Background: an optimization exercise with open tools, aiming at small area. Do not read the settings as production practice.
Only simulation tests tie the RTL to the original design; equivalence was not proved.
Power is estimated from default activity; no workload was simulated.

## oak
==> flow/design.v (excerpt) <==
module ram_top
#(
    parameter int ADDR_DEPTH = 256
) (
    input  logic                              clk,
    input  logic                              rst_n,
    input  logic                              rd_req_i,
    input  logic [$clog2(ADDR_DEPTH)-1:0]     rd_addr_i,
    input  logic [1:0]                        rd_size_i,
    output logic [63:0]                       rd_data_o,
    output logic                              rd_idle_o,
    output logic                              rd_valid_o,
    output logic                              rd_invalid_o,
    input  logic                              wr_req_i,
    input  logic [$clog2(ADDR_DEPTH)-1:0]     wr_addr_i,
    input  logic [1:0]                        wr_size_i,
    input  logic [63:0]                       wr_data_i,
    output logic                              wr_idle_o,
    output logic                              wr_done_o,
    output logic                              wr_invalid_o,
    output logic [31:0]                       rsvd_regs_o
);
Size in the first run: ~5,900 cells after synthesis, ~190 I/O pins, ~0.069 sq mm of cells after synthesis.
clock: 10.0 ns
lec_check: 0
cap_margin: 20
core_margin: 2
core_utilization: 60
place_density: 0.7
slew_margin: 20
synth_hierarchical: 1
standard.sh (not shown) runs the stock make flow with config.mk's settings and CLKGATE_MAP_FILE= SYNTH_SCRIPT=/design/flow/synth_recipe.tcl, a recipe that flattens the netlist after the stock synthesis.
==> flow/flow/run.sh <==
#!/bin/bash
# Own layout flow: the standard layout (standard.sh) with two changes,
# passed to ORFS through the variables its scripts read:
#  - ports are buffered with the smallest buffer (buf_1) instead of the
#    default clkdlybuf4s50_1;
#  - clock tree synthesis uses clkbuf_4 with sink clusters of at most 10
#    flip-flops and inserts no dummy loads.
# Each ORFS stage's output goes to a log file of its own in this folder.
set -euo pipefail
export BUFFER_PORTS_ARGS="-buffer_cell sky130_fd_sc_hd__buf_1"
export CTS_ARGS="-sink_clustering_enable -repair_clock_nets -dont_use_dummy_load -buf_list sky130_fd_sc_hd__clkbuf_4 -sink_clustering_size 10 -sink_clustering_max_diameter 40 -distance_between_buffers 300"
for step in synth floorplan place cts route finish; do
    bash standard.sh "$step" > "flow_${step}.log" 2>&1
done
oak did not stop at any stage, and its layout met the timing, DRC and antenna checks.
The following lists how pine was set up differently from oak:
Settings: swapping 0.7 for 0.8 in PLACE_DENSITY; swapping 60 for 70 in CORE_UTILIZATION.
==> summary.txt <==
Final-layout clock buffer total shrinks slightly when moving from oak to pine.
Summary of pine over oak: area growth from synthesis to layout lost 0.62 points, power neither gained nor lost much.
Max share of power burned in the clock network across pine and oak: oak
Final critical-path share of the clock period across pine and oak: no real change.
pine closes out successfully: all stages finished, all timing, DRC and antenna checks passed.
The global-route usage of pine exceeds that of oak by 5.3 points.
The non-clock buffer contribution to total cell area of oak and that of pine are within noise of each other.

---

ram_top, a different RTL version from the one above (not shown whole).
Size in the first run: about 5900 cells after synthesis, ~2100 flip-flops, roughly 190 I/O pins, ~0.069 mm² of cells after synthesis.
Design ram_top, start of the top module:
module ram_top
#(
    parameter int ADDR_DEPTH = 256
) (
    input  logic                              clk,
    input  logic                              rst_n,
    input  logic                              rd_req_i,
    input  logic [$clog2(ADDR_DEPTH)-1:0]     rd_addr_i,
    input  logic [1:0]                        rd_size_i,
    output logic [63:0]                       rd_data_o,
    output logic                              rd_idle_o,
    output logic                              rd_valid_o,
    output logic                              rd_invalid_o,
    input  logic                              wr_req_i,
    input  logic [$clog2(ADDR_DEPTH)-1:0]     wr_addr_i,
    input  logic [1:0]                        wr_size_i,
    input  logic [63:0]                       wr_data_i,
    output logic                              wr_idle_o,
    output logic                              wr_done_o,
    output logic                              wr_invalid_o,
    output logic [31:0]                       rsvd_regs_o
);
    logic [7:0]  rd_buf_addr;
    logic [1:0]  rd_buf_size;
    logic [7:0]  wr_bus_addr;
    logic [1:0]  wr_bus_size;
    logic [63:0] wr_bus_data;
    logic        wr_bus_commit;
    ram_rd_ctrl u_rd_ctrl (
        .clk         (clk),
        .rst_n       (rst_n),
        .rd_req_i    (rd_req_i),
        .rd_addr_i   (rd_addr_i),
        .rd_size_i   (rd_size_i),
        .rd_idle_o   (rd_idle_o),
        .rd_valid_o  (rd_valid_o),
        .rd_invalid_o(rd_invalid_o),
        .buf_addr_o  (rd_buf_addr),
        .buf_size_o  (rd_buf_size)
    );
    ram_wr_ctrl u_wr_ctrl (
        .clk         (clk),
  ...
make LEC_CHECK=0 CAP_MARGIN=20 CORE_MARGIN=2 CORE_UTILIZATION=60 CTS_BUF_LIST=sky130_fd_sc_hd__clkbuf_4 CTS_CLUSTER_DIAMETER=40 CTS_CLUSTER_SIZE=10 PLACE_DENSITY=0.7 SLEW_MARGIN=20 SYNTH_HIERARCHICAL=1 finish   # period 10.0 ns
run.sh (not shown) runs the stock make flow with config.mk's settings and CLKGATE_MAP_FILE= SYNTH_SCRIPT=/design/flow/synth_recipe.tcl, a recipe that flattens the netlist after the stock synthesis.
Stock flow here: none of the scripts above is used.
The first run finished with timing, DRC and antenna clean.
Next try:
==> flow/flow/run.sh (new file) <==
#!/bin/bash
# Own layout flow: the standard layout (standard.sh) with two changes,
# passed to ORFS through the variables its scripts read:
#  - ports are buffered with the smallest buffer (buf_1) instead of the
#    default clkdlybuf4s50_1;
#  - clock tree synthesis uses clkbuf_4 with sink clusters of at most 10
#    flip-flops and inserts no dummy loads.
# Each ORFS stage's output goes to a log file of its own in this folder.
set -euo pipefail
export BUFFER_PORTS_ARGS="-buffer_cell sky130_fd_sc_hd__buf_1"
export CTS_ARGS="-sink_clustering_enable -repair_clock_nets -dont_use_dummy_load -buf_list sky130_fd_sc_hd__clkbuf_4 -sink_clustering_size 10 -sink_clustering_max_diameter 40"
for step in synth floorplan place cts route finish; do
    bash standard.sh "$step" > "flow_${step}.log" 2>&1
done
==> flow/standard.sh (new file) <==
#!/bin/bash
# synth_recipe.tcl (not shown) runs the flow's synth.tcl, then flattens the netlist and writes it again
# the make line also repeats each setting of config.mk as NAME=value (left out here)
make -C /OpenROAD-flow-scripts/flow DESIGN_CONFIG=/design/flow/config.mk WORK_HOME=/design/flow/orfs CLKGATE_MAP_FILE= SYNTH_SCRIPT=/design/flow/synth_recipe.tcl "${@:-finish}"
- CTS_BUF_LIST: sky130_fd_sc_hd__clkbuf_4 -> default
- CTS_CLUSTER_DIAMETER: 40 -> default
- CTS_CLUSTER_SIZE: 10 -> default
removed: flow/run.sh
Result:
- final area goes down by about 2.2%
- die area stays the same
- clock power goes down by about 9%
- fmax goes up by 9.1%
- power goes down by about 3%
- worst hold slack barely changes
- global-route usage goes down by 0.66 points

## static timing again, ports no longer ideal
The flow's constraints put no driver on any port. The routed layouts listed below were extracted and timed again, unchanged, in two steps. Step 1, drivers: a clkbuf_16 drives clk and a buf_2 each remaining input, both assumed. Step 2 times the ports against the registers' clock, not the clock port: input delays grow and output delays shrink by t, the midpoint of the rising clock arrivals with the driver on. Three values: ideal, step 1, step 2; two values: the first two.
| run | t (ns) | slack for setup (ns) | latest minus earliest clock arrival (ns) | slew at the worst register clock pin (ns) | worst slew at a driven data input, ns |
|---|---|---|---|---|---|
| oak | 1.393 | 1.625 / 1.549 / 2.942 | 0.093 / 0.092 | 0.12 / 0.12 | 0.18 |
| pine | 1.389 | 1.632 / 1.557 / 2.946 | 0.100 / 0.100 | 0.12 / 0.12 | 0.13 |
| the first run of note 2 | 1.378 | 1.222 / 1.142 / 2.521 | 0.067 / 0.067 | 0.11 / 0.11 | 0.08 |
| the second run of note 2 | 1.379 | 1.952 / 1.873 / 3.253 | 0.105 / 0.105 | 0.11 / 0.11 | 0.10 |
After both steps every run listed still meets setup and hold.
